From an optimization exercise on the open Yosys and OpenROAD flow, aimed at small area; shortcuts taken in it are not production practice. In this exercise RTL edits were held to simulation tests only and were not proved equivalent to the original. Power and IR drop assume default switching activity.

[design/flow/constraint.sdc]
create_clock -name core_clock -period 6.0 [get_ports {clk}]
set_input_delay 1.2000 -clock core_clock [delete_from_list [all_inputs] [get_ports {clk}]]
set_output_delay 1.2000 -clock core_clock [all_outputs]
set_load 0.01 [all_outputs]
[design/flow/design.v]
module reram_activation_buffer #(
   parameter int NUM_NEURONS = 256,
   parameter int IDX_W       = 8,
   parameter int IN_W        = 16,
   parameter int OUT_W       = 8,
   parameter int SHIFT       = 4
) (
   input  logic                   clk,
   input  logic                   rst,
   input  logic                   in_valid,
   input  logic [IDX_W-1:0]       in_idx,
   input  logic signed [IN_W-1:0] in_value,
   output logic                   out_valid,
   input  logic                   out_ready,
   output logic [OUT_W-1:0]       out_data,
   output logic [IDX_W-1:0]       out_idx,
   output logic                   out_last,
   output logic                   frame_done,
   output logic                   drop_err,
   output logic                   dup_err,
   input  logic                   err_clear,
   output logic                   argmax_valid,
   output logic [IDX_W-1:0]       argmax_idx
);
   localparam logic [0:0] S_COLLECT = 1'b0;
   localparam logic [0:0] S_DRAIN   = 1'b1;
   localparam logic [IDX_W:0]         N_FULL = (IDX_W+1)'(NUM_NEURONS);
   localparam logic [IDX_W-1:0]       N_LAST = IDX_W'(NUM_NEURONS-1);
   localparam logic signed [IN_W-1:0] SAT    = IN_W'((2**OUT_W)-1);
   logic [0:0]             state;
   logic [IDX_W:0]         count;
   logic [IDX_W:0]         count_inc;
   logic [NUM_NEURONS-1:0] bitmap;
   logic [IDX_W-1:0]       rd_ptr;
   logic [OUT_W-1:0]       mem [NUM_NEURONS];
   logic                   idx_ok;
   logic                   is_dup;
   logic                   wr_en;
   logic                   enter_drain;
   logic                   hs;
   logic                   last_hs;
   logic signed [IN_W-1:0] shifted;
   logic [OUT_W-1:0]       act_val;
   assign shifted = in_value >>> SHIFT;
   always_comb begin
      act_val = shifted[OUT_W-1:0];
      if (in_value[IN_W-1])
         act_val = '0;
      else if (shifted > SAT)
         act_val = '1;
   end
   assign idx_ok      = ({1'b0, in_idx} < N_FULL);
   assign is_dup      = bitmap[in_idx];
   assign count_inc   = count + 1'b1;
   assign wr_en       = (state == S_COLLECT) && in_valid && idx_ok;
   assign enter_drain = wr_en && !is_dup && (count_inc == N_FULL);
   assign hs       = out_valid && out_ready;
   assign out_idx  = rd_ptr;
   assign out_last = out_valid && (rd_ptr == N_LAST);
   assign last_hs  = hs && out_last;
   always_ff @(posedge clk) begin
      if (wr_en)
         mem[in_idx] <= act_val;
   end
   always_ff @(posedge clk or posedge rst) begin
      if (rst) begin
         state      <= S_COLLECT;
         count      <= '0;
         bitmap     <= '0;
         rd_ptr     <= '0;
         out_valid  <= 1'b0;
         out_data   <= '0;
         frame_done <= 1'b0;
      end else begin
         frame_done <= 1'b0;
         if (state == S_COLLECT) begin
            if (wr_en) begin
               bitmap[in_idx] <= 1'b1;
               if (!is_dup)
                  count <= count_inc;
            end
            if (enter_drain) begin
               state  <= S_DRAIN;
               rd_ptr <= '0;
            end
         end else begin
            if (!out_valid) begin
               out_valid <= 1'b1;
               out_data  <= mem[rd_ptr];
            end else if (hs) begin
               if (out_last) begin
                  out_valid  <= 1'b0;
                  frame_done <= 1'b1;
                  state      <= S_COLLECT;
                  rd_ptr     <= '0;
                  count      <= '0;
                  bitmap     <= '0;
               end else begin
                  rd_ptr   <= rd_ptr + 1'b1;
                  out_data <= mem[rd_ptr + 1'b1];
               end
            end
         end
      end
   end
   always_ff @(posedge clk or posedge rst) begin
      if (rst) begin
         drop_err <= 1'b0;
         dup_err  <= 1'b0;
      end else if (err_clear) begin
         drop_err <= 1'b0;
         dup_err  <= 1'b0;
      end else begin
         if (in_valid && (state == S_DRAIN))
            drop_err <= 1'b1;
         if (in_valid && (state == S_COLLECT) && (!idx_ok || is_dup))
            dup_err <= 1'b1;
      end
   end
   localparam logic signed [IN_W-1:0] VAL_MIN = {1'b1, {(IN_W-1){1'b0}}};
   logic signed [IN_W-1:0] max_val;
   logic [IDX_W-1:0]       max_idx;
   logic                   am_valid;
   logic                   better;
   assign better = (in_value > max_val) ||
                   ((in_value == max_val) && (in_idx < max_idx));
   always_ff @(posedge clk or posedge rst) begin
      if (rst) begin
         max_val  <= VAL_MIN;
         max_idx  <= '1;
         am_valid <= 1'b0;
      end else if (last_hs) begin
         max_val  <= VAL_MIN;
         max_idx  <= '1;
         am_valid <= 1'b0;
      end else if (wr_en) begin
         if (better) begin
            max_val <= in_value;
            max_idx <= in_idx;
         end
         if (enter_drain)
            am_valid <= 1'b1;
      end
   end
   assign argmax_valid = am_valid;
   assign argmax_idx   = am_valid ? max_idx : '0;
endmodule
[design/flow/config.mk]
export PLATFORM = sky130hd
export DESIGN_NAME = reram_activation_buffer
export DESIGN_NICKNAME = reram_activation_buffer
export VERILOG_FILES = /design/flow/design.v
export SDC_FILE = /design/flow/constraint.sdc
export NUM_CORES = 4
export LEC_CHECK = 0
export CAP_MARGIN = 20
export CORE_MARGIN = 2
export CORE_UTILIZATION = 40
export SLEW_MARGIN = 20
[design/flow/run.sh]
#!/bin/bash
# synth_recipe.tcl (not shown) runs the flow's synth.tcl, then flattens the netlist and writes it again
# the make line also repeats each setting of config.mk as NAME=value (left out here)
make -C /OpenROAD-flow-scripts/flow DESIGN_CONFIG=/design/flow/config.mk WORK_HOME=/design/flow/orfs CLKGATE_MAP_FILE= SYNTH_SCRIPT=/design/flow/synth_recipe.tcl finish
==> results of run 1 <==
## how the worst max path moves through the flow
stage | startpoint | end | slack [ns] | depth (start not counted)
6_report | in_idx[4] | rd_ptr[5] | 0.95 | 10
5_1_grt | in_idx[4] | rd_ptr[5] | 0.79 | 10
4_1_cts | in_idx[4] | rd_ptr[5] | 1.09 | 10
3_5_place_dp | in_idx[4] | rd_ptr[5] | 0.16 | 10
3_3_place_gp | in_idx[4] | rd_ptr[4] | 0.14 | 10
2_1_floorplan | in_value[14] | mem[0][4] | -2.85 | 4
## power by group through the flow
stage	Combinational (W)	Sequential, W	Clock [W]
3_5_place_dp	0.00140	0.0187	0
3_3_place_gp	0.00135	0.0187	0
2_1_floorplan	0.000926	0.0187	0
5_1_grt	0.00155	0.0184	0.0160
4_1_cts	0.00140	0.0184	0.0153
6_report	0.00140	0.0184	0.0152
## sequential cells by signal, summed over array words and instances (netlist names)
name / count
mem: 2048
bitmap: 256
max_val: 16
count: 9
max_idx: 8
out_data: 8
rd_ptr: 8
am_valid: 1
drop_err: 1
dup_err: 1
frame_done: 1
out_valid: 1
state: 1
## metal layers
metal / up-vias / global-route usage (%) / part of all wire (%)
li1: 26100 / - / -
met1: 35400 / 33.4 / 38
met2: 3909 / 39.2 / 47
met3: 671 / 5.73 / 11
met4: 12 / 8.97 / 4.2
met5: - / 0 / 0.021
## cells by family after synthesis
family | after synthesis
XOR/XNOR | 18
buffers and inverters | 537
AND/OR/NAND/NOR | 1352
adder cells (fa/ha/maj) | 30
AO/OA/AOI/OAI | 597
flip-flops | 2359
multiplexers | 1344
## final cells by class
type	instances	area, µm²	share of cell area [%]
clock inverters	145	1350	1.08
repair buffers	412	3840	3.07
well taps	3705	4640	3.71
flip-flops and latches	2359	69300	55.4
inverters	37	158	0.126
clock buffers	304	6490	5.19
multi-input cells	3341	39300	31.4
diodes	4	10.0	0.00800
## cell usage after synthesis, types with 52 or more instances
library cell / n / area, µm²
edfxtp_1: 2048 / 61500
buf_1: 55 / 206
nor2_1: 686 / 2570
nand3_1: 157 / 786
a31oi_1: 52 / 325
nand2_1: 338 / 1270
dfrtp_1: 302 / 7560
a21oi_1: 294 / 1470
mux4_2: 1247 / 28100
buf_2: 165 / 826
mux2i_1: 90 / 901
clkbuf_1: 241 / 905
## layout by cell type (no fill, tap or decap), types with 56 or more instances in the layout
cell       Yosys  final
nor2_1       686    673
a21oi_1      294    294
clkinv_1       4     56
nand3_1      157    157
buf_4         33    307
mux2i_1       90     90
mux4_2      1247   1247
dfrtp_1      302    297
nand2_1      338    320
edfxtp_1    2048   2048
clkbuf_16      0    248
## metrics by stage
stage / hold WS [ns] / utilization (%) / power, W / setup TNS [ns] / cell area (µm²)
final: 0.491 / 45.3 / 0.0350 / 0 / 125000
after global routing: 0.515 / 45.3 / 0.0359 / 0 / 125000
after CTS: 0.495 / 45.3 / 0.0351 / 0 / 125000
after detailed placement: 0.480 / 42.5 / 0.0201 / 0 / 117000
after global placement: 0.470 / 42.4 / 0.0201 / 0 / 117000
after floorplan: 0.457 / - / 0.0196 / -2976.32 / 111000
## worst max-delay path, stage by stage
cell and delay [ns]:
clkdlybuf4s50_1 1.20, clkinv_1 0.61, nand4_1 0.29, nor4_1 0.09
a41o_1 0.23, nor4b_1 0.68, nand3_1 0.37, nor4_4 0.62
nor2_2 0.17, mux2_1 0.35
==> flow_metrics.tcl, run 1 <==
set metrics [dict create \
    synth-edff-count 2048 \
    grt_usage_pct 24.7 \
    fp.dieH_um 530 \
    coreArea_um2 276000 \
    hp-class "reg -> reg" \
    yosysWarnings 1 \
    instances_no_fill 10300 \
    setup_ws_ns 0.948 \
    num_vias 66100 \
    r2r_slack_ns 1.04 \
    placed_cells 9851 \
    clockRootBuffer "clkbuf_16" \
    holdPathStages 2 \
    async_reset_ff_share_pct 13.2 \
    routedWlPerCell_um 34.0 \
    hpwlAfterDp_mm 224 \
    relSlewSlack_pct 14.9 \
    p_sw_share_pct 22.0 \
    p_clk_share_pct 43.4 \
    grt_pass1_wl_mm 497 \
    row_count 193 \
    drive_gt1_share_pct 30.8 \
    tritoncts "yes" \
    synth_compound_area_share_pct 3.36 \
    comb_power_share_pct 4.0 \
    cp_max_fo 26 \
    port_buffers 58 \
    p_leak_nw 41.1 \
    critPathKind "in -> reg" \
    totalWireLength_mm 350 \
    synth_cell_types 78 \
    status "no timing/DRC/antenna violations" \
    power.switching_w 0.00770 \
    drt-initial-drc-count 9154 \
    synth.avg_cell_area_um2 17.8 \
    drv_cap 0 \
    cts_resized 0 \
    area_delta_synth_final_pct 13.0 \
    ys_seq_area_share_pct 62.6 \
    p_int_w 0.0273 \
    hold_viol_final 0 \
    die_x_um 530 \
    worst_setup_path_end_kind "flop" \
    ys.flop_type "edfxtp_1" \
    arrival_ns 5.83 \
    grt_max_degree 258 \
    yosys.area_share.simple_pct 5.16 \
    reg2reg_depth 12 \
    cts.hold.buffers_added 0 \
    worstPathRequired_ns 6.78 \
    ir_drop_uv 292 \
    place_ws_ns 0.158 \
    clk_path_buf_depth 4 \
    finClkSkew_ns 0.0740 \
    gp_congestion 0.894 \
    syn_nets 6296 \
    synth_top_family_by_area "multiplexers" \
    slew_viol_final 0 \
    clk_latency_ns 0.92 \
    cts_sinks 2359 \
    antenna_left 0 \
    drt-vias-per-instance 6.41 \
    seqPwrFrac_pct 52.6 \
    drc 0 \
    start_util_pct 40.1 \
    final.period_utilization_pct 84.2 \
    synthMuxAreaShare_pct 26.3 \
    p_per_area_nw_per_um2 280 \
    first_pass_iters 6 \
    rsz0062_at_grt "false" \
    tightest_slew_ns 1.27 \
    startpoint_type "input pin" \
    grt_remaining_overflow 0 \
    cts_buffers 245 \
    n_fill_cell 23500 \
    io_pins 59 \
    postCtsSetupBuffers 0 \
    yosys.area_share.adder_pct 0.339 \
    ys_ff_latch 2359 \
    synthXorXnorAreaFrac_pct 0.149 \
    setup_viol 0 \
    fp.dieArea_um2 281000 \
    fmax_mhz 198 \
    antenna_found_initial 13 \
    cts_max_level 4 \
    worstReg2RegStart "rd_ptr[0]" \
    worstHoldEndpoint "bitmap[31]" \
    syn_area_um2 111000 \
    nets 6455 \
    path_clk_slew_ns 0.06 \
    grt_pass1_vias 65800 \
    worstHoldStart "bitmap[31]" \
    rr_endpoint "out_data[6]" \
    period_needed_ns 5.05 \
    synthCells 6237 \
]
==> inputs of run 2 (changes only) <==
==> design/flow/design.v (replaced) <==
module reram_activation_buffer #(
   parameter int NUM_NEURONS = 256,
   parameter int IDX_W       = 8,
   parameter int IN_W        = 16,
   parameter int OUT_W       = 8,
   parameter int SHIFT       = 4
) (
   input  logic                   clk,
   input  logic                   rst,
   input  logic                   in_valid,
   input  logic [IDX_W-1:0]       in_idx,
   input  logic signed [IN_W-1:0] in_value,
   output logic                   out_valid,
   input  logic                   out_ready,
   output logic [OUT_W-1:0]       out_data,
   output logic [IDX_W-1:0]       out_idx,
   output logic                   out_last,
   output logic                   frame_done,
   output logic                   drop_err,
   output logic                   dup_err,
   input  logic                   err_clear,
   output logic                   argmax_valid,
   output logic [IDX_W-1:0]       argmax_idx
);
   localparam int NW = NUM_NEURONS;
   logic                   drain;      
   logic [IDX_W-1:0]       cnt;        
   logic [NW-1:0]          bitmap;
   logic [OUT_W-1:0]       mem [NW];
   logic [IDX_W-1:0]       addr;
   logic                   port_en;
   logic [NW-1:0]          sel;
   logic [OUT_W-1:0]       rd_data;
   logic [OUT_W-1:0]       wr_data;
   logic                   wr_en;
   logic                   is_dup;
   logic                   enter_drain;
   logic                   hs;
   logic                   last_hs;
   logic signed [IN_W-1:0] shifted;
   logic [OUT_W-1:0]       act_val;
   assign shifted = in_value >>> SHIFT;
   always_comb begin
      act_val = shifted[OUT_W-1:0];
      if (in_value[IN_W-1])
         act_val = '0;
      else if (|shifted[IN_W-2:OUT_W])
         act_val = '1;
   end
   assign addr    = drain ? cnt : in_idx;
   assign port_en = drain | in_valid;
   always_comb begin
      for (int i = 0; i < NW; i++)
         sel[i] = port_en && (addr == IDX_W'(i));
   end
   always_comb begin
      rd_data = '0;
      is_dup  = 1'b0;
      for (int i = 0; i < NW; i++) begin
         rd_data = rd_data | (mem[i] & {OUT_W{sel[i]}});
         is_dup  = is_dup | (bitmap[i] & sel[i]);
      end
   end
   assign wr_data = drain ? rd_data : act_val;
   always_ff @(posedge clk) begin
      for (int i = 0; i < NW; i++)
         if (sel[i])
            mem[i] <= wr_data;
   end
   assign wr_en       = !drain && in_valid;
   assign enter_drain = wr_en && !is_dup && (cnt == IDX_W'(NW-1));
   assign hs       = out_valid && out_ready;
   assign out_idx  = cnt;
   assign out_data = rd_data;
   assign out_last = out_valid && (cnt == IDX_W'(NW-1));
   assign last_hs  = hs && out_last;
   always_ff @(posedge clk or posedge rst) begin
      if (rst)
         bitmap <= '0;
      else if (last_hs)
         bitmap <= '0;
      else
         bitmap <= bitmap | sel;
   end
   always_ff @(posedge clk or posedge rst) begin
      if (rst) begin
         drain      <= 1'b0;
         cnt        <= '0;
         out_valid  <= 1'b0;
         frame_done <= 1'b0;
      end else begin
         frame_done <= last_hs;
         if (!drain) begin
            if (wr_en && !is_dup)
               cnt <= cnt + 1'b1;
            if (enter_drain)
               drain <= 1'b1;
         end else begin
            if (!out_valid)
               out_valid <= 1'b1;
            else if (hs) begin
               cnt <= cnt + 1'b1;
               if (out_last) begin
                  out_valid <= 1'b0;
                  drain     <= 1'b0;
               end
            end
         end
      end
   end
   always_ff @(posedge clk or posedge rst) begin
      if (rst) begin
         drop_err <= 1'b0;
         dup_err  <= 1'b0;
      end else if (err_clear) begin
         drop_err <= 1'b0;
         dup_err  <= 1'b0;
      end else begin
         if (in_valid && drain)
            drop_err <= 1'b1;
         if (wr_en && is_dup)
            dup_err <= 1'b1;
      end
   end
   logic [IN_W+IDX_W-1:0] max_key;
   logic [IN_W+IDX_W-1:0] in_key;
   logic                  first;
   assign in_key = {~in_value[IN_W-1], in_value[IN_W-2:0], ~in_idx};
   assign first  = (cnt == '0);
   always_ff @(posedge clk) begin
      if (wr_en && (first || (in_key > max_key)))
         max_key <= in_key;
   end
   assign argmax_valid = drain;
   assign argmax_idx   = drain ? ~max_key[IDX_W-1:0] : '0;
endmodule
==> run 2 against run 1 <==
Now fails the layout checks on setup timing. Count of clock-buffer cells in the layout up 7. Utilization up 10 points. Die area down 20%. Sequential share of layout area up 0.79 points. Cell area down 1.9%. Global-route usage up 15 points. Wire length up 30%. Flip-flop and latch count down 18. Synthesized cell count down 14%. Setup slack worse by 1.9 ns. Critical path type is now reg -> out. Largest cell class unchanged. Largest power group unchanged. Highest routed layer unchanged.
==> flow_metrics.tcl, run 2 <==
set metrics [dict create \
    status "failed layout checks" \
    so_faults "setup timing" \
    row_count 172 \
    die_x_um 475 \
    power.switching_w 0.00810 \
    ys_seq_area_share_pct 77.8 \
    drt-vias-per-instance 6.43 \
    period_needed_ns 6.96 \
    hpwlAfterDp_mm 344 \
    tightest_slew_ns 1.29 \
    synth-edff-count 2072 \
    slew_viol_final 0 \
    async_reset_ff_share_pct 11.5 \
    final.period_utilization_pct 116 \
    clk_path_buf_depth 3 \
    cp_max_fo 7 \
    instances_no_fill 10600 \
    start_util_pct 40.3 \
    clk_latency_ns 0.93 \
    yosysMostFrequentCell "edfxtp_1" \
    reg_top3 "mem: 2048 flops, bitmap: 256 flops, max_key: 24 flops" \
    cts_buffers 237 \
    drt-initial-drc-count 12200 \
    cts_max_level 4 \
    first_pass_iters 7 \
    grt_pass1_vias 63400 \
    ys_ff_latch 2341 \
    drive_gt1_share_pct 37.7 \
    synthCells 5375 \
    ir_drop_uv 290 \
    cts_sinks 2341 \
    hp-class "reg -> reg" \
    p_clk_share_pct 42.9 \
    syn_nets 5430 \
    p_int_w 0.0270 \
    routedWlPerCell_um 42.9 \
    path_clk_slew_ns 0.06 \
    fp.dieH_um 475 \
    drc 0 \
    area_delta_synth_final_pct 38.5 \
    antenna_left 0 \
    top_register "mem" \
    grt_remaining_overflow 0 \
    num_vias 68100 \
    syn_area_um2 88600 \
    synth.avg_cell_area_um2 16.5 \
    p_sw_share_pct 23.1 \
    grt_pass1_wl_mm 594 \
    finClkSkew_ns 0.0572 \
    synth_top_area_share_pct 70.2 \
    layout_common_cells "2072 x edfxtp_1, 1529 x buf_4, 561 x nor2_1" \
    ys.flop_type "edfxtp_1" \
    yosys-top-cells-area "edfxtp_1 70%, dfrtp_1 7.6%, a22oi_1 5.1%" \
    p_leak_nw 45.2 \
    comb_power_share_pct 5.5 \
    io_pins 59 \
    relSlewSlack_pct 13.8 \
    n_fill_cell 17600 \
    antenna_found_initial 26 \
    p_per_area_nw_per_um2 286 \
    synth_cell_types 83 \
    setup_viol 8 \
    place_area_um2 111000 \
    hold_ws_ns 0.495 \
    coreArea_um2 220000 \
    grt_usage_pct 40.0 \
    setup_ws_ns -0.964 \
    nets 7467 \
    final_util_pct 55.8 \
    grt_max_degree 124 \
    critPathKind "reg -> out" \
    largest_register_ffs 2048 \
    totalWireLength_mm 454 \
    startpoint_type "flop" \
    gp_congestion 1.05 \
    rsz0062_at_grt "true" \
    hold_viol_final 0 \
    yosys.area.top_type "edfxtp_1" \
    clockRootBuffer "clkbuf_16" \
    arrival_ns 5.76 \
    yosysWarnings 2 \
    port_buffers 58 \
    worstPathRequired_ns 4.80 \
    tritoncts "yes" \
    place_ws_ns -2.07 \
    worst_setup_path_end_kind "output pin" \
    fp.dieArea_um2 225000 \
    drv_cap 0 \
    placed_cells 9977 \
    seqPwrFrac_pct 51.6 \
    synth_common_cells "2072 x edfxtp_1, 606 x a22oi_1, 577 x nor2_1" \
    fmax_mhz 144 \
    final_common_cell "edfxtp_1" \
    cts.hold.buffers_added 0 \
    design_area_um2 123000 \
]
[run 2: per-layer routing]
layer  track usage (%)  part of all wire, %
met4              29.6                  9.3
met2              57.3                   42
met5                 0                0.028
met3              10.3                   12
met1              52.4                   37
[run 2: worst max-delay path, cell delays in order, from the launching register on]
cell and delay [ns]:
dfrtp_2 0.50, buf_6 0.16, buf_6 0.12, or3b_1 0.17, and2_4 0.20, buf_6 0.12, buf_12 0.11, buf_12 0.12
nor4_2 0.07, buf_12 0.15, buf_12 0.15, a222oi_1 0.89, nand2_1 0.24, nor4_4 0.34, buf_4 0.17, and3_4 0.17
nand4_1 0.59, buf_4 0.39, buf_2 0.14
[run 2: path summary, 6_finish.rpt]
| path | cells after the start | from | slack (ns) | to |
|---|---|---|---|---|
| worst min register to register | 2 | bitmap[113] | 0.49 | bitmap[113] |
| min in group asynchronous | 3 | rst | 0.85 | bitmap[83] |
| worst max register to register | 20 | drain | 0.04 | mem[186][6] |
| worst max-delay path | 18 | drain | -0.96 | out_data[6] |
| worst min-delay path | 2 | bitmap[113] | 0.49 | bitmap[113] |
| max in group asynchronous | 3 | rst | 4.31 | bitmap[22] |
[run 2: layout make-up]
cell class | count | area [µm²] | share of cell area [%]
clock buffers | 311 | 6360 | 5.18
flip-flops and latches | 2341 | 69000 | 56.2
multi-input cells | 2732 | 21300 | 17.4
clock inverters | 137 | 1430 | 1.17
inverters | 36 | 146 | 0.119
diodes | 9 | 22.5 | 0.0184
repair buffers | 2064 | 20800 | 16.9
well taps | 2958 | 3700 | 3.02
[run 2: what timing repair did]
item	in CTS	in global routing
resized for setup	386	91
cloned	3	0
setup buffers	105	49
setup endpoints to repair	1283	8
pin swaps	110	71
[run 2: power groups by stage]
stage	registers (W)	logic (W)	clock network (W)
finish	0.0181	0.00194	0.0150
global route	0.0181	0.00200	0.0157
CTS	0.0181	0.00186	0.0151
detailed placement	0.0184	0.00176	0
global placement	0.0184	0.00173	0
floorplan	0.0184	0.000633	0
[run 2: cell families after synthesis]
group / after synthesis / synth area share [%]
AO/OA/AOI/OAI: 1205 / 11.0
buffers and inverters: 302 / 1.57
flip-flops: 2341 / 77.8
XOR/XNOR: 7 / 0.0692
adder cells (fa/ha/maj): 26 / 0.367
AND/OR/NAND/NOR: 1491 / 9.16
multiplexers: 3 / 0.0353
[run 2: through the flow]
| stage | power, W | setup TNS (ns) |
|---|---|---|
| floorplan | 0.0190 | -2036.78 |
| global placement | 0.0202 | -2313.22 |
| detailed placement | 0.0202 | -2055.75 |
| CTS | 0.0350 | -5.62 |
| global route | 0.0358 | -5.40 |
| finish | 0.0351 | -6.21 |
==> inputs of run 3 (changes only) <==
--- a/design/flow/design.v
+++ b/design/flow/design.v
@@ -27,11 +27,8 @@
    logic [IDX_W-1:0]       cnt;        
    logic [NW-1:0]          bitmap;
    logic [OUT_W-1:0]       mem [NW];
-   logic [IDX_W-1:0]       addr;
-   logic                   port_en;
-   logic [NW-1:0]          sel;
+   logic [IDX_W-1:0]       ra;
    logic [OUT_W-1:0]       rd_data;
-   logic [OUT_W-1:0]       wr_data;
    logic                   wr_en;
    logic                   is_dup;
    logic                   enter_drain;
@@ -47,31 +44,17 @@
       else if (|shifted[IN_W-2:OUT_W])
          act_val = '1;
    end
-   assign addr    = drain ? cnt : in_idx;
-   assign port_en = drain | in_valid;
-   always_comb begin
-      for (int i = 0; i < NW; i++)
-         sel[i] = port_en && (addr == IDX_W'(i));
-   end
-   always_comb begin
-      rd_data = '0;
-      is_dup  = 1'b0;
-      for (int i = 0; i < NW; i++) begin
-         rd_data = rd_data | (mem[i] & {OUT_W{sel[i]}});
-         is_dup  = is_dup | (bitmap[i] & sel[i]);
-      end
-   end
-   assign wr_data = drain ? rd_data : act_val;
+   assign ra    = cnt + IDX_W'(out_valid);
+   assign is_dup = bitmap[in_idx];
+   assign rd_data = mem[ra];
    always_ff @(posedge clk) begin
-      for (int i = 0; i < NW; i++)
-         if (sel[i])
-            mem[i] <= wr_data;
+      if (wr_en)
+         mem[in_idx] <= act_val;
    end
    assign wr_en       = !drain && in_valid;
    assign enter_drain = wr_en && !is_dup && (cnt == IDX_W'(NW-1));
    assign hs       = out_valid && out_ready;
    assign out_idx  = cnt;
-   assign out_data = rd_data;
    assign out_last = out_valid && (cnt == IDX_W'(NW-1));
    assign last_hs  = hs && out_last;
    always_ff @(posedge clk or posedge rst) begin
@@ -79,8 +62,8 @@
          bitmap <= '0;
       else if (last_hs)
          bitmap <= '0;
-      else
-         bitmap <= bitmap | sel;
+      else if (wr_en)
+         bitmap[in_idx] <= 1'b1;
    end
    always_ff @(posedge clk or posedge rst) begin
       if (rst) begin
@@ -108,6 +91,10 @@
          end
       end
    end
+   always_ff @(posedge clk) begin
+      if (drain && (!out_valid || out_ready))
+         out_data <= rd_data;
+   end
    always_ff @(posedge clk or posedge rst) begin
       if (rst) begin
          drop_err <= 1'b0;
==> run 3 against run 2 <==
The run now finishes clean. Power rose by 41%. Count of clock-buffer cells in the layout fell by 32. Maximum frequency rose by 45%. Final cell count fell by 24%. Sequential share of layout area rose by 8.8 points. Clock skew rose by 0.041 ns. Non-clock buffer count fell by 1778. Critical endpoint is now out_last. Largest cell class unchanged.
==> flow_metrics.tcl, run 3 <==
set metrics [dict create \
    drv_cap 0 \
    rsz0062_at_grt "false" \
    setup_viol 0 \
    worst-path-buf-inv 1 \
    synth_top_family_by_area "multiplexers" \
    antenna_left 0 \
    r2r_slack_ns 1.31 \
    fp.dieArea_um2 236000 \
    final_common_cell "edfxtp_1" \
    totalWireLength_mm 234 \
    hp-class "reg -> reg" \
    area_delta_synth_final_pct 14.7 \
    syn_area_um2 92800 \
    fmax_mhz 209 \
    yosys.area_share.adder_pct 0.431 \
    row_count 176 \
    nets 4861 \
    p_leak_nw 35.1 \
    critPathTopFamily "simple AND/OR/NAND/NOR gates" \
    cts_buffers 236 \
    drt-vias-per-instance 5.73 \
    top_register "mem" \
    syn_nets 4617 \
    reg_top3 "mem: 2048 flops, bitmap: 256 flops, max_key: 24 flops" \
    yosys-top-cells-area "edfxtp_1 67%, mux4_2 18%, dfrtp_1 7.3%" \
    fp.dieH_um 486 \
    yosysMostFrequentCell "edfxtp_1" \
    n_fill_cell 19100 \
    reg2reg_depth 6 \
    yosys.area_share.simple_pct 3.21 \
    synth_top_area_share_pct 67.3 \
    port_buffers 58 \
    coreArea_um2 230000 \
    ys_ff_latch 2349 \
    crit_path_frequent_cell "and3_1" \
    first_pass_iters 6 \
    synth_compound_area_share_pct 2.01 \
    tritoncts "yes" \
    clk_latency_ns 0.90 \
    drc 0 \
    cts_sinks 2349 \
    grt_usage_pct 19.8 \
    hold_viol_final 0 \
    synth_common_cells "2080 x edfxtp_1, 741 x mux4_2, 592 x nor2_1" \
    worstPathRequired_ns 4.80 \
    grt_pass1_wl_mm 341 \
    largest_register_ffs 2048 \
    relSlewSlack_pct 19.9 \
    status "no timing/DRC/antenna violations" \
    clk_path_buf_depth 3 \
    antenna_found_initial 6 \
    clockRootBuffer "clkbuf_16" \
    routedWlPerCell_um 29.1 \
    rr_endpoint "out_data[0]" \
    hpwlAfterDp_mm 143 \
    hold_ws_ns 0.487 \
    grt_remaining_overflow 0 \
    grt_pass1_vias 47100 \
    cp_max_fo 7 \
    synthMuxAreaShare_pct 18.2 \
    worstHoldEndpoint "bitmap[58]" \
    ir_drop_uv 547 \
    cts_resized 0 \
    worstReg2RegStart "out_valid" \
    crit_slowest_cell "dfrtp_1" \
    yosys.area.top_type "edfxtp_1" \
    yosysWarnings 1 \
    num_vias 46000 \
    holdPathStages 2 \
    die_x_um 486 \
    drt-initial-drc-count 5135 \
    path_clk_slew_ns 0.06 \
    total_power_w 0.0496 \
    period_needed_ns 4.79 \
    cts_max_level 4 \
    synth.avg_cell_area_um2 20.4 \
    cts.hold.buffers_added 0 \
    ys_seq_area_share_pct 74.5 \
    tightest_slew_ns 1.20 \
    drive_gt1_share_pct 27.4 \
    gp_congestion 0.848 \
    layout_common_cells "2080 x edfxtp_1, 741 x mux4_2, 582 x nor2_1" \
    synth_cell_types 52 \
    slowest_delay_ns 0.74 \
    startpoint_type "flop" \
    io_pins 59 \
    p_per_area_nw_per_um2 465 \
    final.period_utilization_pct 79.9 \
    grt_max_degree 260 \
    finClkSkew_ns 0.0985 \
    arrival_ns 3.59 \
    synth-edff-count 2080 \
    async_reset_ff_share_pct 11.5 \
    worst_setup_path_end_kind "output pin" \
    synthXorXnorAreaFrac_pct 0.208 \
    synthCells 4556 \
    start_util_pct 40.3 \
    slew_viol_final 0 \
    critPathKind "reg -> out" \
    path_cells "and3_1 -> and3_1 -> nand3_1 -> nor2_1 -> clkdlybuf4s50_1" \
    postCtsSetupBuffers 0 \
    worstHoldStart "bitmap[58]" \
    ys.flop_type "edfxtp_1" \
]
## run 3: changes by cell type after synthesis, moves of 63 or more
| cell | delta |
|---|---|
| a221oi_1 | -158 |
| nor4_1 | -66 |
| nand3_1 | -63 |
| a22oi_1 | -599 |
| nand2_1 | -79 |
| mux4_2 | +741 |
| a222oi_1 | -73 |
| nor3_1 | -105 |
| a21oi_1 | +208 |
| a22o_1 | -173 |
| nand4_1 | -168 |
## run 3: tightest hold or removal path, delay by kind of cell (launching register included)
family | cells | cell delay, ns
flops | 1 | 0.34
simple gates | 1 | 0.07
compound gates | 1 | 0.04
## run 3: cells by family after synthesis
logic type      count (synthesis)
flops                        2349
mux                           765
simple gates                  739
compound gates                331
buf+inv                       318
fa+ha+maj                      32
xor+xnor                       22
## run 3: per-layer routing
layer | vias up | global-route usage, % | wire length, µm
met3 | 309 | 3.46 | 15900
met1 | 25000 | 28.4 | 99300
met4 | 0 | 4.43 | 4720
met5 | - | 0 | 0
li1 | 19100 | - | -
met2 | 1630 | 31.8 | 114000
## run 3: how the worst max path moves through the flow
stage,cells after the start,startpoint,slack (ns),endpoint
CTS,5,cnt[3],1.08,out_last
floorplan,5,in_value[15],-0.59,mem[0][0]
finish,5,cnt[3],1.21,out_last
global route,5,cnt[3],0.94,out_last
global placement,6,in_idx[6],1.15,mem[104][4]
detailed placement,6,in_idx[6],1.17,mem[104][1]
## run 3: layout make-up
cell class                 instances  area (µm²)  share of cell area [%]
clock buffer                     279        6200                    5.82
multi-input combinational       1889       22600                    21.2
inverter                          38         146                   0.137
timing repair buffer             286        2920                    2.74
sequential                      2349       69200                    65.0
tap                             3026        3790                    3.55
antenna                            4        10.0                 0.00940
clock inverter                   160        1690                    1.58
## run 3: power breakdown
part           switching (W)  total (W)  internal [W]
sequential          0.000127     0.0180        0.0179
combinational        0.00865     0.0166       0.00799
clock                0.00643     0.0149       0.00844
## run 3: stage by stage
step	area (µm²)	TNS (ns)	setup WS (ns)	util [%]	instances
2_1_floorplan	92900	-1210.29	-0.591	-	4556
3_3_place_gp	98500	0	1.15	42.8	7585
3_5_place_dp	98600	0	1.17	42.8	7585
4_1_cts	106000	0	1.08	46.2	8024
5_1_grt	107000	0	0.943	46.2	8028
6_report	107000	0	1.21	46.2	8031
==> inputs of run 4 (changes only) <==
--- a/design/flow/config.mk
+++ b/design/flow/config.mk
@@ -8,4 +8,7 @@
 export CAP_MARGIN = 20
 export CORE_MARGIN = 2
 export CORE_UTILIZATION = 40
+export CTS_BUF_LIST = sky130_fd_sc_hd__clkbuf_8
+export CTS_CLUSTER_DIAMETER = 60
+export CTS_CLUSTER_SIZE = 16
 export SLEW_MARGIN = 20
==> run 4 against run 3 <==
Still clean. Area after synthesis stayed put. Maximum frequency shrank 4.5%. Combinational power about the same. Register-to-register slack barely moved. Critical endpoint unchanged. Largest cell class unchanged.
==> flow_metrics.tcl, run 4 <==
set metrics [dict create \
    status "no timing/DRC/antenna violations" \
    first_pass_iters 6 \
    io_pins 59 \
    cts_max_level 4 \
    clk_latency_ns 1.01 \
    grt_usage_pct 19.7 \
    die_x_um 486 \
    clockRootBuffer "clkbuf_8" \
    grt_remaining_overflow 0 \
    totalWireLength_mm 232 \
    port_buffers 58 \
    cts_sinks 2349 \
    gp_congestion 0.848 \
    grt_pass1_vias 46400 \
    synth-edff-count 2080 \
    top_register "mem" \
    ys_seq_area_share_pct 74.5 \
    syn_nets 4617 \
    design_area_um2 102000 \
    place_ws_ns 1.17 \
    postCtsSetupBuffers 0 \
    setup_ws_ns 0.982 \
    tritoncts "yes" \
    final_util_pct 44.2 \
    p_per_area_nw_per_um2 423 \
    startpoint_type "flop" \
    coreArea_um2 230000 \
    synth_top_area_share_pct 67.3 \
    yosys.area_share.simple_pct 3.21 \
    place_area_um2 98600 \
    yosys.area_share.adder_pct 0.431 \
    fp.dieArea_um2 236000 \
    regArea_um2 69200 \
    cts_resized 0 \
    yosysWarnings 1 \
    instances_no_fill 7853 \
    setup_viol 0 \
    period_needed_ns 5.02 \
    finClkSkew_ns 0.0578 \
    final.period_utilization_pct 83.6 \
    slew_viol_final 0 \
    synth.avg_cell_area_um2 20.4 \
    synthXorXnorAreaFrac_pct 0.208 \
    synth_compound_area_share_pct 2.01 \
    relSlewSlack_pct 18.0 \
    ys.flop_type "edfxtp_1" \
    rsz0062_at_grt "false" \
    nets 4804 \
    cts_buffers 179 \
    grt_max_degree 260 \
    final_common_cell "edfxtp_1" \
    synthCells 4556 \
    fp.dieH_um 486 \
    layout_common_cells "2080 x edfxtp_1, 741 x mux4_2, 582 x nor2_1" \
    synth_common_cells "2080 x edfxtp_1, 741 x mux4_2, 592 x nor2_1" \
    reg_top3 "mem: 2048 flops, bitmap: 256 flops, max_key: 24 flops" \
    worstPathRequired_ns 4.80 \
    drc 0 \
    p_leak_nw 33.0 \
    path_clk_slew_ns 0.11 \
    antenna_found_initial 9 \
    fmax_mhz 199 \
    yosys-top-cells-area "edfxtp_1 67%, mux4_2 18%, dfrtp_1 7.3%" \
    multiInputGateArea_um2 22600 \
    drt-initial-drc-count 5186 \
    synthMuxAreaShare_pct 18.2 \
    async_reset_ff_share_pct 11.5 \
    critPathKind "reg -> out" \
    n_fill_cell 19500 \
    antenna_left 0 \
    cp_max_fo 7 \
    drv_cap 0 \
    ir_drop_uv 554 \
    largest_register_ffs 2048 \
    yosysMostFrequentCell "edfxtp_1" \
    cts.hold.buffers_added 0 \
    yosys.area.top_type "edfxtp_1" \
    start_util_pct 40.3 \
    worst_setup_path_end_kind "output pin" \
    hold_ws_ns 0.496 \
    arrival_ns 3.82 \
    row_count 176 \
    hold_viol_final 0 \
    synth_top_family_by_area "multiplexers" \
    routedWlPerCell_um 29.5 \
    num_vias 45400 \
    syn_area_um2 92800 \
    drive_gt1_share_pct 25.8 \
    tightest_slew_ns 1.23 \
    hpwlAfterDp_mm 143 \
    placed_cells 7585 \
    hp-class "in -> async" \
    synth_cell_types 52 \
    ys_ff_latch 2349 \
    clk_path_buf_depth 3 \
    area_delta_synth_final_pct 9.65 \
    grt_pass1_wl_mm 338 \
    drt-vias-per-instance 5.79 \
]
[run 4: cell count changes in the layout (fill, tap and decap cells not counted), moves of 2 or more]
| cell | change |
|---|---|
| clkbuf_16 | -238 |
| clkbuf_8 | +177 |
| clkinv_1 | -48 |
| clkinv_2 | -37 |
| clkbuf_1 | -32 |
| inv_1 | +29 |
| bufinv_16 | -19 |
| clkinvlp_4 | -12 |
| inv_6 | +11 |
| clkinv_16 | -10 |
| inv_8 | +5 |
| diode_2 | -3 |
| inv_12 | +2 |
[run 4: final timing paths]
check | from | endpoint | slack (ns) | cells past startpoint
worst max register to register | out_valid | out_data[4] | 1.31 | 6
worst max-delay path | cnt[3] | out_last | 0.98 | 5
worst min-delay path | rst | bitmap[36] | 0.50 | 2
worst min register to register | bitmap[57] | bitmap[57] | 0.50 | 2
max in group asynchronous | rst | bitmap[171] | 4.24 | 3
min in group core_clock | bitmap[57] | bitmap[57] | 0.50 | 2
[run 4: worst max-delay path: stages (launching register included)]
cell,delay (ns)
dfrtp_1,0.79
and3_1,0.32
and3_1,0.22
nand3_1,0.40
nor2_1,0.47
clkdlybuf4s50_1,0.62
[run 4: report_power, final]
group          switching (W)  internal, W  leakage (nW)
registers           0.000129       0.0179          22.4
clock network        0.00529      0.00314          1.73
logic                0.00866      0.00799          8.86
[run 4: stage by stage]
stage                     total power (W)  TNS (ns)
after floorplan                    0.0291  -1210.29
after global placement             0.0354         0
after detailed placement           0.0354         0
after CTS                          0.0437         0
after global routing               0.0446         0
final                              0.0431         0
[run 4: cells by family (layout without fill, tap and decap cells)]
| kind of cell | Yosys count | after routing |
|---|---|---|
| XOR/XNOR | 22 | 22 |
| adder cells (fa/ha/maj) | 32 | 32 |
| AND/OR/NAND/NOR | 739 | 739 |
| buffers and inverters | 318 | 588 |
| AO/OA/AOI/OAI | 331 | 331 |
| flip-flops | 2349 | 2349 |
| multiplexers | 765 | 765 |
| other | 0 | 1 |
[run 4: cell type report]
| cell class | instances | share of cell area, % |
|---|---|---|
| sequential | 2349 | 68.0 |
| multi-input combinational | 1889 | 22.2 |
| inverter | 38 | 0.144 |
| clock buffer | 186 | 2.51 |
| antenna | 1 | 0.00246 |
| clock inverter | 78 | 0.603 |
| timing repair buffer | 286 | 2.87 |
| tap | 3026 | 3.72 |
[run 4: metal layers]
metal | global-route usage (%) | share of wire [%] | wire length (µm) | vias to the layer above
met2 | 31.6 | 49 | 113000 | 1654
li1 | - | - | - | 18800
met5 | 0 | 0.011 | 25 | -
met3 | 3.63 | 7.0 | 16200 | 287
met1 | 28.1 | 42 | 97800 | 24700
met4 | 4.52 | 2.1 | 4940 | 4
==> inputs of run 5 (changes only) <==
--- a/design/flow/design.v
+++ b/design/flow/design.v
@@ -45,8 +45,26 @@
          act_val = '1;
    end
    assign ra    = cnt + IDX_W'(out_valid);
-   assign is_dup = bitmap[in_idx];
-   assign rd_data = mem[ra];
+   localparam int NG = NW / 8;
+   logic [7:0]       ra_oh, wa_oh;
+   logic [OUT_W-1:0] grp_data [NG];
+   logic [NG-1:0]    grp_flag;
+   always_comb begin
+      for (int j = 0; j < 8; j++) begin
+         ra_oh[j] = (ra[2:0] == 3'(j));
+         wa_oh[j] = (in_idx[2:0] == 3'(j));
+      end
+      for (int g = 0; g < NG; g++) begin
+         grp_data[g] = '0;
+         grp_flag[g] = 1'b0;
+         for (int j = 0; j < 8; j++) begin
+            grp_data[g] = grp_data[g] | (mem[8*g+j] & {OUT_W{ra_oh[j]}});
+            grp_flag[g] = grp_flag[g] | (bitmap[8*g+j] & wa_oh[j]);
+         end
+      end
+   end
+   assign rd_data = grp_data[ra[IDX_W-1:3]];
+   assign is_dup  = grp_flag[in_idx[IDX_W-1:3]];
    always_ff @(posedge clk) begin
       if (wr_en)
          mem[in_idx] <= act_val;
==> run 5 against run 4 <==
Sequential share of layout area rose by 0.80 points. Sequential power barely moved. First-iteration DRC count rose by 51%. Final cell count rose by 19%. Synthesized cell count rose by 36%. Register-to-register slack got worse by 0.38 ns. Critical path depth rose by 5. Combinational power fell by about 10%. Area after synthesis fell by 0.89%. Utilization fell by 0.35 points.
==> flow_metrics.tcl, run 5 <==
set metrics [dict create \
    grt_pass1_wl_mm 387 \
    period_needed_ns 5.07 \
    arrival_ns 5.94 \
    synthMuxAreaShare_pct 3.22 \
    area_delta_synth_final_pct 9.34 \
    setup_viol 0 \
    row_count 176 \
    yosys-top-cells-area "edfxtp_1 68%, dfrtp_1 7.3%, a22oi_1 5.1%" \
    cts.hold.buffers_added 0 \
    routedWlPerCell_um 28.4 \
    synthCells 6192 \
    nets 6330 \
    syn_nets 6257 \
    p_sw_share_pct 38.0 \
    worst_setup_path_end_kind "flop" \
    synth_top_family_by_area "compound AO/OA/AOI/OAI gates" \
    synth.avg_cell_area_um2 14.9 \
    cts_buffers 176 \
    path_clk_slew_ns 0.10 \
    grt_usage_pct 22.2 \
    syn_area_um2 92000 \
    cp_max_fo 50 \
    clockRootBuffer "clkbuf_8" \
    startpoint_type "flop" \
    relSlewSlack_pct 21.0 \
    drive_gt1_share_pct 9.43 \
    hold_ws_ns 0.451 \
    slew_viol_final 0 \
    yosys.area_share.simple_pct 6.50 \
    comb_power_share_pct 36.1 \
    clk_path_buf_depth 3 \
    gp_congestion 0.878 \
    io_pins 59 \
    antenna_left 0 \
    port_buffers 58 \
    use_met2_pct 34.8 \
    layout_common_cells "2080 x edfxtp_1, 620 x a22oi_1, 610 x nor2_1" \
    cts_max_level 4 \
    first_pass_iters 6 \
    p_clk_share_pct 19.8 \
    ys.flop_type "edfxtp_1" \
    synth_cell_types 65 \
    tightest_slew_ns 1.17 \
    synthXorXnorAreaFrac_pct 0.226 \
    coreArea_um2 229000 \
    largest_register_ffs 2048 \
    cts_sinks 2349 \
    ys_ff_latch 2349 \
    reg_top3 "mem: 2048 flops, bitmap: 256 flops, max_key: 24 flops" \
    power.switching_w 0.0158 \
    yosys.area.top_type "edfxtp_1" \
    rsz0062_at_grt "false" \
    ir_drop_uv 321 \
    final_util_pct 43.8 \
    fin_setup_tns_ns 0 \
    use_met1_pct 31.9 \
    final_common_cell "edfxtp_1" \
    hold_viol_final 0 \
    p_per_area_nw_per_um2 413 \
    drt-vias-per-instance 6.03 \
    num_vias 56500 \
    p_leak_nw 32.8 \
    yosys.area_share.adder_pct 0.489 \
    start_util_pct 40.1 \
    hp-class "in -> async" \
    grt-busiest-layer "met2" \
    seqPwrFrac_pct 44.1 \
    postCtsSetupBuffers 0 \
    grt_max_degree 189 \
    yosysMostFrequentCell "edfxtp_1" \
    grt_pass1_vias 54800 \
    yosysWarnings 2 \
    synth-edff-count 2080 \
    drc 0 \
    fp.dieH_um 484 \
    status "no timing/DRC/antenna violations" \
    grt_remaining_overflow 0 \
    critPathKind "reg -> reg" \
    fp.dieArea_um2 234000 \
    worstPathRequired_ns 6.87 \
    grt_use_met3_pct 3.76 \
    die_x_um 484 \
    p_int_w 0.0258 \
    hpwlAfterDp_mm 164 \
    synth_compound_area_share_pct 12.1 \
    ys_seq_area_share_pct 75.2 \
    finClkSkew_ns 0.0725 \
    antenna_found_initial 11 \
    cts_resized 0 \
    final.period_utilization_pct 84.5 \
    async_reset_ff_share_pct 11.5 \
    drv_cap 0 \
    fmax_mhz 197 \
    clk_latency_ns 1.01 \
    drt-initial-drc-count 7846 \
    synth_common_cells "2080 x edfxtp_1, 622 x nor2_1, 620 x a22oi_1" \
    top_register "mem" \
    tritoncts "yes" \
    synth_top_area_share_pct 67.9 \
    totalWireLength_mm 266 \
]
run 5: power groups by stage:
| stage | registers (W) | clock network (W) | logic [W] |
|---|---|---|---|
| 2_1_floorplan | 0.0186 | 0 | 0.00894 |
| 3_3_place_gp | 0.0187 | 0 | 0.0147 |
| 3_5_place_dp | 0.0187 | 0 | 0.0149 |
| 4_1_cts | 0.0183 | 0.00836 | 0.0149 |
| 5_1_grt | 0.0183 | 0.00889 | 0.0159 |
| 6_report | 0.0183 | 0.00824 | 0.0150 |
run 5: through the flow:
stage          power (W)  cell area [µm²]  setup slack (ns)  cells
2_1_floorplan     0.0276            92000            -0.591   6192
3_3_place_gp      0.0334            97600             0.817   9112
3_5_place_dp      0.0335            97600             0.746   9113
4_1_cts           0.0416           101000              1.11   9358
5_1_grt           0.0432           101000             0.904   9359
6_report          0.0416           101000             0.933   9362
run 5: layer usage:
metal  up-vias  routed length [µm]
li1      24300                   -
met1     28900              111000
met2      2841              123000
met3       382               24200
met4         4                7320
met5         -                  26
run 5: kinds of logic after synthesis:
| logic type | Yosys count |
|---|---|
| fa+ha+maj | 36 |
| compound gates | 1654 |
| simple gates | 1318 |
| mux | 295 |
| xor+xnor | 22 |
| flops | 2349 |
| buf+inv | 518 |
run 5: final cells by class:
cell class	instances	area (µm²)
Tap cell	3026	3790
Multi-Input combinational cell	3325	20900
Timing Repair Buffer	372	3510
Antenna cell	4	10.0
Clock inverter	60	484
Inverter	41	163
Sequential cell	2349	69200
Fill cell	20400	129000
Clock buffer	185	2550
run 5: critical path: stages (launching register included):
cell	delay [ns]
dfrtp_1	0.60
ha_4	0.22
ha_4	0.20
xor2_4	0.69
and3_4	0.91
buf_4	0.57
a22oi_1	0.20
a31oi_1	0.73
nor4_1	0.22
nand4_1	0.33
o31a_1	0.16
run 5: worst paths after layout:
kind | startpoint | endpoint | slack (ns) | cells past startpoint
min in group core_clock | bitmap[125] | bitmap[125] | 0.50 | 2
max in group asynchronous | rst | bitmap[221] | 4.55 | 3
setup reg to reg | out_valid | out_data[1] | 0.93 | 10
hold / removal | rst | drop_err | 0.45 | 2
hold reg to reg | bitmap[125] | bitmap[125] | 0.50 | 2
setup / recovery | out_valid | out_data[1] | 0.93 | 10
==> inputs of run 6 (changes only) <==
--- a/design/flow/design.v
+++ b/design/flow/design.v
@@ -44,32 +44,34 @@
       else if (|shifted[IN_W-2:OUT_W])
          act_val = '1;
    end
+   assign wr_en = !drain && in_valid;
    assign ra    = cnt + IDX_W'(out_valid);
-   localparam int NG = NW / 8;
-   logic [7:0]       ra_oh, wa_oh;
+   localparam int K  = 8;
+   localparam int KW = 3;             
+   localparam int NG = NW / K;
+   logic [K-1:0]     ra_oh;
    logic [OUT_W-1:0] grp_data [NG];
-   logic [NG-1:0]    grp_flag;
    always_comb begin
-      for (int j = 0; j < 8; j++) begin
-         ra_oh[j] = (ra[2:0] == 3'(j));
-         wa_oh[j] = (in_idx[2:0] == 3'(j));
-      end
+      for (int j = 0; j < K; j++)
+         ra_oh[j] = (ra[KW-1:0] == KW'(j));
       for (int g = 0; g < NG; g++) begin
          grp_data[g] = '0;
-         grp_flag[g] = 1'b0;
-         for (int j = 0; j < 8; j++) begin
-            grp_data[g] = grp_data[g] | (mem[8*g+j] & {OUT_W{ra_oh[j]}});
-            grp_flag[g] = grp_flag[g] | (bitmap[8*g+j] & wa_oh[j]);
-         end
+         for (int j = 0; j < K; j++)
+            grp_data[g] = grp_data[g] | (mem[K*g+j] & {OUT_W{ra_oh[j]}});
       end
    end
-   assign rd_data = grp_data[ra[IDX_W-1:3]];
-   assign is_dup  = grp_flag[in_idx[IDX_W-1:3]];
+   assign rd_data = grp_data[ra[IDX_W-1:KW]];
+   logic [NW-1:0] wsel;
+   always_comb begin
+      for (int i = 0; i < NW; i++)
+         wsel[i] = wr_en && (in_idx == IDX_W'(i));
+   end
+   assign is_dup = |(bitmap & wsel);
    always_ff @(posedge clk) begin
-      if (wr_en)
-         mem[in_idx] <= act_val;
+      for (int i = 0; i < NW; i++)
+         if (wsel[i])
+            mem[i] <= act_val;
    end
-   assign wr_en       = !drain && in_valid;
    assign enter_drain = wr_en && !is_dup && (cnt == IDX_W'(NW-1));
    assign hs       = out_valid && out_ready;
    assign out_idx  = cnt;
@@ -80,8 +82,8 @@
          bitmap <= '0;
       else if (last_hs)
          bitmap <= '0;
-      else if (wr_en)
-         bitmap[in_idx] <= 1'b1;
+      else
+         bitmap <= bitmap | wsel;
    end
    always_ff @(posedge clk or posedge rst) begin
       if (rst) begin
==> run 6 against run 5 <==
Critical path depth is 4 higher. Largest cell class unchanged. Highest routed layer unchanged. Power is 3.4% lower. Synthesized cell count down 5.5%. Combinational power decreased by 9%. Flip-flop and latch count unchanged. Hold slack improved by 0.048 ns. Non-clock buffer count rose by 71. Critical path type unchanged. Area after synthesis shrank 2.4%.
==> flow_metrics.tcl, run 6 <==
set metrics [dict create \
    grt_usage_pct 24.9 \
    synthCells 5852 \
    antenna_left 0 \
    rsz0062_at_grt "false" \
    port_buffers 58 \
    status "no timing/DRC/antenna violations" \
    die_x_um 478 \
    layout_common_cells "2080 x edfxtp_1, 916 x a22oi_1, 486 x nand2_1" \
    synth_top_area_share_pct 69.5 \
    drv_cap 0 \
    clk_path_buf_depth 3 \
    worst_setup_path_end_kind "flop" \
    synth.avg_cell_area_um2 15.4 \
    hold_viol_final 0 \
    fp.dieH_um 478 \
    ys_seq_area_share_pct 77.0 \
    gp_congestion 1.04 \
    clockRootBuffer "clkbuf_8" \
    fp.dieArea_um2 228000 \
    syn_area_um2 89800 \
    slew_viol_final 0 \
    first_pass_iters 6 \
    clk_latency_ns 1.01 \
    reg_top3 "mem: 2048 flops, bitmap: 256 flops, max_key: 24 flops" \
    tritoncts "yes" \
    largest_register_ffs 2048 \
    placed_cells 8886 \
    drive_gt1_share_pct 11.6 \
    final_common_cell "edfxtp_1" \
    synth_common_cells "2080 x edfxtp_1, 917 x a22oi_1, 494 x nor2_1" \
    cts_sinks 2349 \
    cts_resized 0 \
    drt-initial-drc-count 8366 \
    ir_drop_uv 433 \
    grt_pass1_wl_mm 409 \
    relSlewSlack_pct 20.3 \
    antenna_found_initial 13 \
    num_vias 55900 \
    critPathKind "reg -> reg" \
    grt_max_degree 153 \
    async_reset_ff_share_pct 11.5 \
    hpwlAfterDp_mm 194 \
    yosysMostFrequentCell "edfxtp_1" \
    yosys-top-cells-area "edfxtp_1 70%, a22oi_1 7.7%, dfrtp_1 7.5%" \
    hold_ws_ns 0.499 \
    synth_cell_types 86 \
    worstPathRequired_ns 6.72 \
    period_needed_ns 5.66 \
    top_register "mem" \
    r2r_slack_ns 0.34 \
    hp-class "reg -> reg" \
    cts_buffers 176 \
    postCtsSetupBuffers 0 \
    coreArea_um2 223000 \
    yosys.area.top_type "edfxtp_1" \
    cp_max_fo 34 \
    instances_no_fill 9182 \
    synth-edff-count 2080 \
    row_count 173 \
    routedWlPerCell_um 31.7 \
    ys.flop_type "edfxtp_1" \
    syn_nets 5910 \
    tightest_slew_ns 1.19 \
    startpoint_type "flop" \
    start_util_pct 40.3 \
    ys_ff_latch 2349 \
    yosysWarnings 3 \
    design_area_um2 99500 \
    finClkSkew_ns 0.0551 \
    nets 6150 \
    area_delta_synth_final_pct 10.7 \
    setup_viol 0 \
    grt_remaining_overflow 0 \
    p_leak_nw 33.8 \
    p_per_area_nw_per_um2 404 \
    place_area_um2 96200 \
    drt-vias-per-instance 6.09 \
    grt_pass1_vias 53100 \
    fmax_mhz 177 \
    path_clk_slew_ns 0.10 \
    io_pins 59 \
    totalWireLength_mm 291 \
    cts_max_level 4 \
    final.period_utilization_pct 94.3 \
    cts.hold.buffers_added 0 \
    arrival_ns 6.38 \
    drc 0 \
]
## run 6: cell count changes after synthesis, moves of 66 or more
cell | before | now
a22oi_1 | 620 | 917
a31oi_1 | 295 | 45
o21a_1 | 6 | 163
nor2_1 | 622 | 494
nand4_1 | 17 | 85
mux2i_1 | 288 | 21
a21oi_1 | 245 | 39
a222oi_1 | 67 | 1
nand2_1 | 200 | 486
nand3_1 | 228 | 108
## run 6: final cells by class
cell class	count	area [µm²]
tap	2975	3720
antenna	7	17.5
clock buffer	181	2490
clock inverter	105	692
multi-input combinational	3073	19200
inverter	49	190
sequential	2349	69200
timing repair buffer	443	3980
fill	19600	123000
## run 6: worst max-delay path, cell delays in order (launching register included)
cell,delay [ns]
dfrtp_1,0.59
ha_1,0.36
ha_1,0.40
xnor2_2,0.22
nor3b_2,0.20
buf_4,0.20
buf_4,0.17
buf_4,0.28
a22oi_1,0.24
nand2_1,0.15
o21ai_0,0.80
nand4_1,0.24
nor4_2,0.80
nand3_1,0.34
mux2_2,0.37
## run 6: layer usage
metal | vias up | wire length (µm) | GRT usage [%]
li1 | 23400 | - | -
met1 | 29100 | 121000 | 35.8
met2 | 2949 | 131000 | 37.7
met3 | 434 | 27800 | 4.86
met4 | 10 | 11100 | 8.94
met5 | - | 61 | 0
## run 6: where the power goes
| part | switching [W] | internal [W] | total (W) |
|---|---|---|---|
| Combinational | 0.00937 | 0.00435 | 0.0137 |
| Clock | 0.00529 | 0.00297 | 0.00826 |
| Sequential | 0.000195 | 0.0180 | 0.0182 |
| Total | 0.0149 | 0.0253 | 0.0402 |
## run 6: logic make-up after synthesis
family / Yosys count / synth area share [%]
AO/OA/AOI/OAI: 1606 / 13.0
XOR/XNOR: 10 / 0.114
adder cells (fa/ha/maj): 29 / 0.404
buffers and inverters: 430 / 1.97
flip-flops: 2349 / 77.0
multiplexers: 39 / 0.460
AND/OR/NAND/NOR: 1389 / 7.05
## run 6: path summary, 6_finish.rpt
path                             startpoint     endpoint  cells past startpoint
worst max register to register    out_valid  out_data[3]                     14
worst min-delay path            bitmap[250]  bitmap[250]                      1
worst min register to register  bitmap[250]  bitmap[250]                      1
min in group asynchronous               rst       cnt[5]                      2
worst max-delay path              out_valid  out_data[3]                     14
max in group asynchronous               rst   bitmap[24]                      3
## run 6: per-stage QoR
stage                      TNS, ns  power [W]  util [%]  setup slack (ns)
after global routing             0     0.0418      44.7             0.195
after CTS                        0     0.0402      44.6             0.512
after floorplan           -1210.29     0.0261         -            -0.591
after global placement           0     0.0320      43.2            0.0612
final                            0     0.0402      44.7             0.341
after detailed placement         0     0.0322      43.2             0.492
==> inputs of run 7 (changes only) <==
--- a/design/flow/config.mk
+++ b/design/flow/config.mk
@@ -7,8 +7,9 @@
 export LEC_CHECK = 0
 export CAP_MARGIN = 20
 export CORE_MARGIN = 2
-export CORE_UTILIZATION = 40
+export CORE_UTILIZATION = 60
 export CTS_BUF_LIST = sky130_fd_sc_hd__clkbuf_8
 export CTS_CLUSTER_DIAMETER = 60
 export CTS_CLUSTER_SIZE = 16
+export PLACE_DENSITY = 0.72
 export SLEW_MARGIN = 20
==> run 7 against run 6 <==
Clock power fell by 3.1%. Clock skew is 0.0054 ns lower. Critical path type unchanged. Critical endpoint is now out_data[2]. Sequential share of layout area grew 1.2 points. Final cell count down 12%. Largest cell class unchanged. Register-to-register slack about the same. Via count up 0.85%. Combinational power is essentially flat. Area after synthesis is the same. Sequential power barely moved. Flip-flop and latch count is the same. Count of clock-buffer cells in the layout unchanged.
==> flow_metrics.tcl, run 7 <==
set metrics [dict create \
    status "no timing/DRC/antenna violations" \
    power.switching_w 0.0145 \
    startpoint "out_valid" \
    period_needed_ns 5.66 \
    slew_viol_final 0 \
    grt_usage_pct 36.5 \
    synth_common_cells "2080 x edfxtp_1, 917 x a22oi_1, 494 x nor2_1" \
    drt-vias-per-instance 6.97 \
    hold_ws_ns 0.475 \
    routedWlPerCell_um 34.5 \
    top_register "mem" \
    drv_cap 0 \
    grt_remaining_overflow 0 \
    yosys.area.top_type "edfxtp_1" \
    hp-class "in -> async" \
    finClkSkew_ns 0.0496 \
    synth_top_area_share_pct 69.5 \
    p_leak_nw 33.5 \
    yosys-top-cells-area "edfxtp_1 70%, a22oi_1 7.7%, dfrtp_1 7.5%" \
    cts_max_level 4 \
    arrival_ns 6.41 \
    cp.depth 13 \
    cp_max_fo 29 \
    synth.avg_cell_area_um2 15.4 \
    seqPwrFrac_pct 45.7 \
    row_count 142 \
    num_vias 56400 \
    final.period_utilization_pct 94.4 \
    setup_ws_ns 0.337 \
    worstPathRequired_ns 6.75 \
    first_pass_iters 6 \
    comb_power_share_pct 34.2 \
    cts_buffers 173 \
    cts.hold.buffers_added 0 \
    synth-edff-count 2080 \
    gp_congestion 1.05 \
    area_delta_synth_final_pct 8.86 \
    coreArea_um2 149000 \
    startpoint_type "flop" \
    cts_sinks 2349 \
    antenna_left 0 \
    grt_pass1_vias 52800 \
    n_fill_cell 10400 \
    final_common_cell "edfxtp_1" \
    synth_cell_types 86 \
    start_util_pct 60.2 \
    layout_common_cells "2080 x edfxtp_1, 916 x a22oi_1, 486 x nand2_1" \
    io_pins 59 \
    yosysWarnings 3 \
    crit_slowest_cell "o21ai_0" \
    syn_area_um2 89800 \
    fp.dieH_um 391 \
    fin_setup_tns_ns 0 \
    rsz0062_at_grt "false" \
    drive_gt1_share_pct 11.2 \
    yosysMostFrequentCell "edfxtp_1" \
    setup_viol 0 \
    nets 6123 \
    p_sw_share_pct 36.4 \
    p_int_w 0.0253 \
    tightest_slew_ns 1.24 \
    die_x_um 391 \
    slowest_delay_ns 0.77 \
    ir_drop_uv 480 \
    hold_viol_final 0 \
    synthCells 5852 \
    instances_no_fill 8091 \
    async_reset_ff_share_pct 11.5 \
    clk_latency_ns 1.01 \
    ys_seq_area_share_pct 77.0 \
    ys.flop_type "edfxtp_1" \
    final_util_pct 65.5 \
    hpwlAfterDp_mm 190 \
    reg2reg_depth 13 \
    p_per_area_nw_per_um2 406 \
    p_clk_share_pct 20.1 \
    path_cells "ha_1 -> ha_1 -> xor2_2 -> and2_4 -> buf_4 -> buf_4 -> a22oi_1 -> nand2_1 -> o21ai_0 -> nand3_1 -> nor4_1 -> nand3_1 -> mux2_2" \
    grt_pass1_wl_mm 393 \
    fp.dieArea_um2 153000 \
    critPathKind "reg -> reg" \
    critPathTopFamily "simple AND/OR/NAND/NOR gates" \
    clockRootBuffer "clkbuf_8" \
    path_clk_slew_ns 0.10 \
    largest_register_ffs 2048 \
    port_buffers 58 \
    drc 0 \
    tritoncts "yes" \
    place_ws_ns 0.339 \
    clk_path_buf_depth 3 \
    ys_ff_latch 2349 \
    antenna_found_initial 26 \
    grt_max_degree 147 \
    drt-initial-drc-count 8996 \
    totalWireLength_mm 279 \
    worst-path-buf-inv 2 \
    relSlewSlack_pct 17.2 \
    worst_setup_path_end_kind "flop" \
    fmax_mhz 177 \
    worstReg2RegStart "out_valid" \
    syn_nets 5910 \
    placed_cells 7829 \
    reg_top3 "mem: 2048 flops, bitmap: 256 flops, max_key: 24 flops" \
]
[run 7: cell type report]
class | count | area (µm²) | share of cell area (%)
inverters | 49 | 190 | 0.194
multi-input cells | 3073 | 19200 | 19.6
clock inverters | 73 | 512 | 0.523
clock buffers | 181 | 2490 | 2.55
well taps | 1944 | 2430 | 2.49
diodes | 3 | 7.51 | 0.00768
repair buffers | 419 | 3780 | 3.87
flip-flops and latches | 2349 | 69200 | 70.7
[run 7: kinds of logic (layout without fill, tap and decap cells)]
logic type | count (synthesis) | count (layout) | synth area share, %
AOI/OAI and AO/OA | 1606 | 1606 | 13.0
buffers and inverters | 430 | 722 | 1.97
and+or+nand+nor | 1389 | 1389 | 7.05
xor gates and xnor gates | 10 | 10 | 0.114
adders and majority gates | 29 | 29 | 0.404
muxes | 39 | 39 | 0.460
DFF | 2349 | 2349 | 77.0
other | 0 | 3 | 0
[run 7: metal layers]
metal  part of all wire [%]  global-route usage (%)
met5                  0.098                       0
met4                    3.7                    12.3
met3                     14                    11.0
met2                     44                    52.8
met1                     39                    53.5
[run 7: power by group through the flow]
| stage | Sequential, W | Combinational, W | Clock, W |
|---|---|---|---|
| finish | 0.0182 | 0.0136 | 0.00800 |
| global route | 0.0182 | 0.0144 | 0.00861 |
| CTS | 0.0181 | 0.0133 | 0.00805 |
| detailed placement | 0.0185 | 0.0133 | 0 |
| global placement | 0.0185 | 0.0131 | 0 |
| floorplan | 0.0185 | 0.00763 | 0 |
[run 7: path summary, 6_finish.rpt]
| check | end | slack [ns] |
|---|---|---|
| setup / recovery | out_data[2] | 0.34 |
| hold / removal | bitmap[227] | 0.48 |
| setup reg to reg | out_data[2] | 0.34 |
| hold reg to reg | bitmap[251] | 0.50 |
| max in group asynchronous | bitmap[4] | 4.30 |
| min in group core_clock | bitmap[251] | 0.50 |
[run 7: stage by stage]
step	total power (W)	instance area, µm²
4_1_cts	0.0395	97700
2_1_floorplan	0.0261	89900
6_report	0.0397	97800
3_3_place_gp	0.0316	94600
3_5_place_dp	0.0318	94700
5_1_grt	0.0412	97800
[run 7: worst register-to-register path: stages (launching register included)]
cell and delay, ns:
dfrtp_1 0.57, ha_1 0.36, ha_1 0.43, xor2_2 0.20
and2_4 0.36, buf_4 0.38, buf_4 0.25, a22oi_1 0.19
nand2_1 0.08, o21ai_0 0.77, nand3_1 0.60, nor4_1 0.52
nand3_1 0.35, mux2_2 0.38
[run 7: timing repair]
action,in CTS,in global routing
setup endpoints to repair,0,1
setup buffers,0,0
gates resized for setup,0,1

re-timing with driven ports:
The flow's constraints put no driver on any port. The routed layouts listed below were extracted and timed again, unchanged, in two steps. Step 1 sets driving cells, clkbuf_16 on the clock port and buf_2 on the other inputs (assumed; they add their load-dependent delay and slew). Step 2 times the ports against the registers' clock, not the clock port: input delays grow and output delays shrink by t, the midpoint of the rising clock arrivals with the driver on. Three values: ideal ports, drivers, drivers and shift; two values: the first two.
| run | t, ns | setup slack, ns | hold slack, ns | worst setup path at the end | cell pins on the clock port's net |
|---|---|---|---|---|---|
| run 1 | 0.997 | 0.948 / 1.019 / 0.022 | 0.491 / 0.491 / 0.491 | input to register | 1 |
| run 2 | 1.004 | -0.964 / -1.069 / -0.931 | 0.495 / 0.495 / 0.495 | input to output | 1 |
| run 3 | 0.948 | 1.208 / 1.113 / 1.051 | 0.487 / 0.487 / 0.487 | input to register | 1 |
| run 4 | 1.057 | 0.982 / 0.905 / 1.043 | 0.496 / 0.442 / 0.496 | input to register | 1 |
| run 5 | 1.054 | 0.933 / 0.933 / 0.674 | 0.451 / 0.397 / 0.501 | input to register | 1 |
| run 6 | 1.044 | 0.341 / 0.341 / 0.306 | 0.499 / 0.499 / 0.499 | input to register | 1 |
| run 7 | 1.065 | 0.337 / 0.337 / 0.337 | 0.475 / 0.416 / 0.497 | register to register | 1 |
For run 1, which loses most, drivers alone change the setup slack by +0.071 ns; drivers and shift together by -0.926 ns.
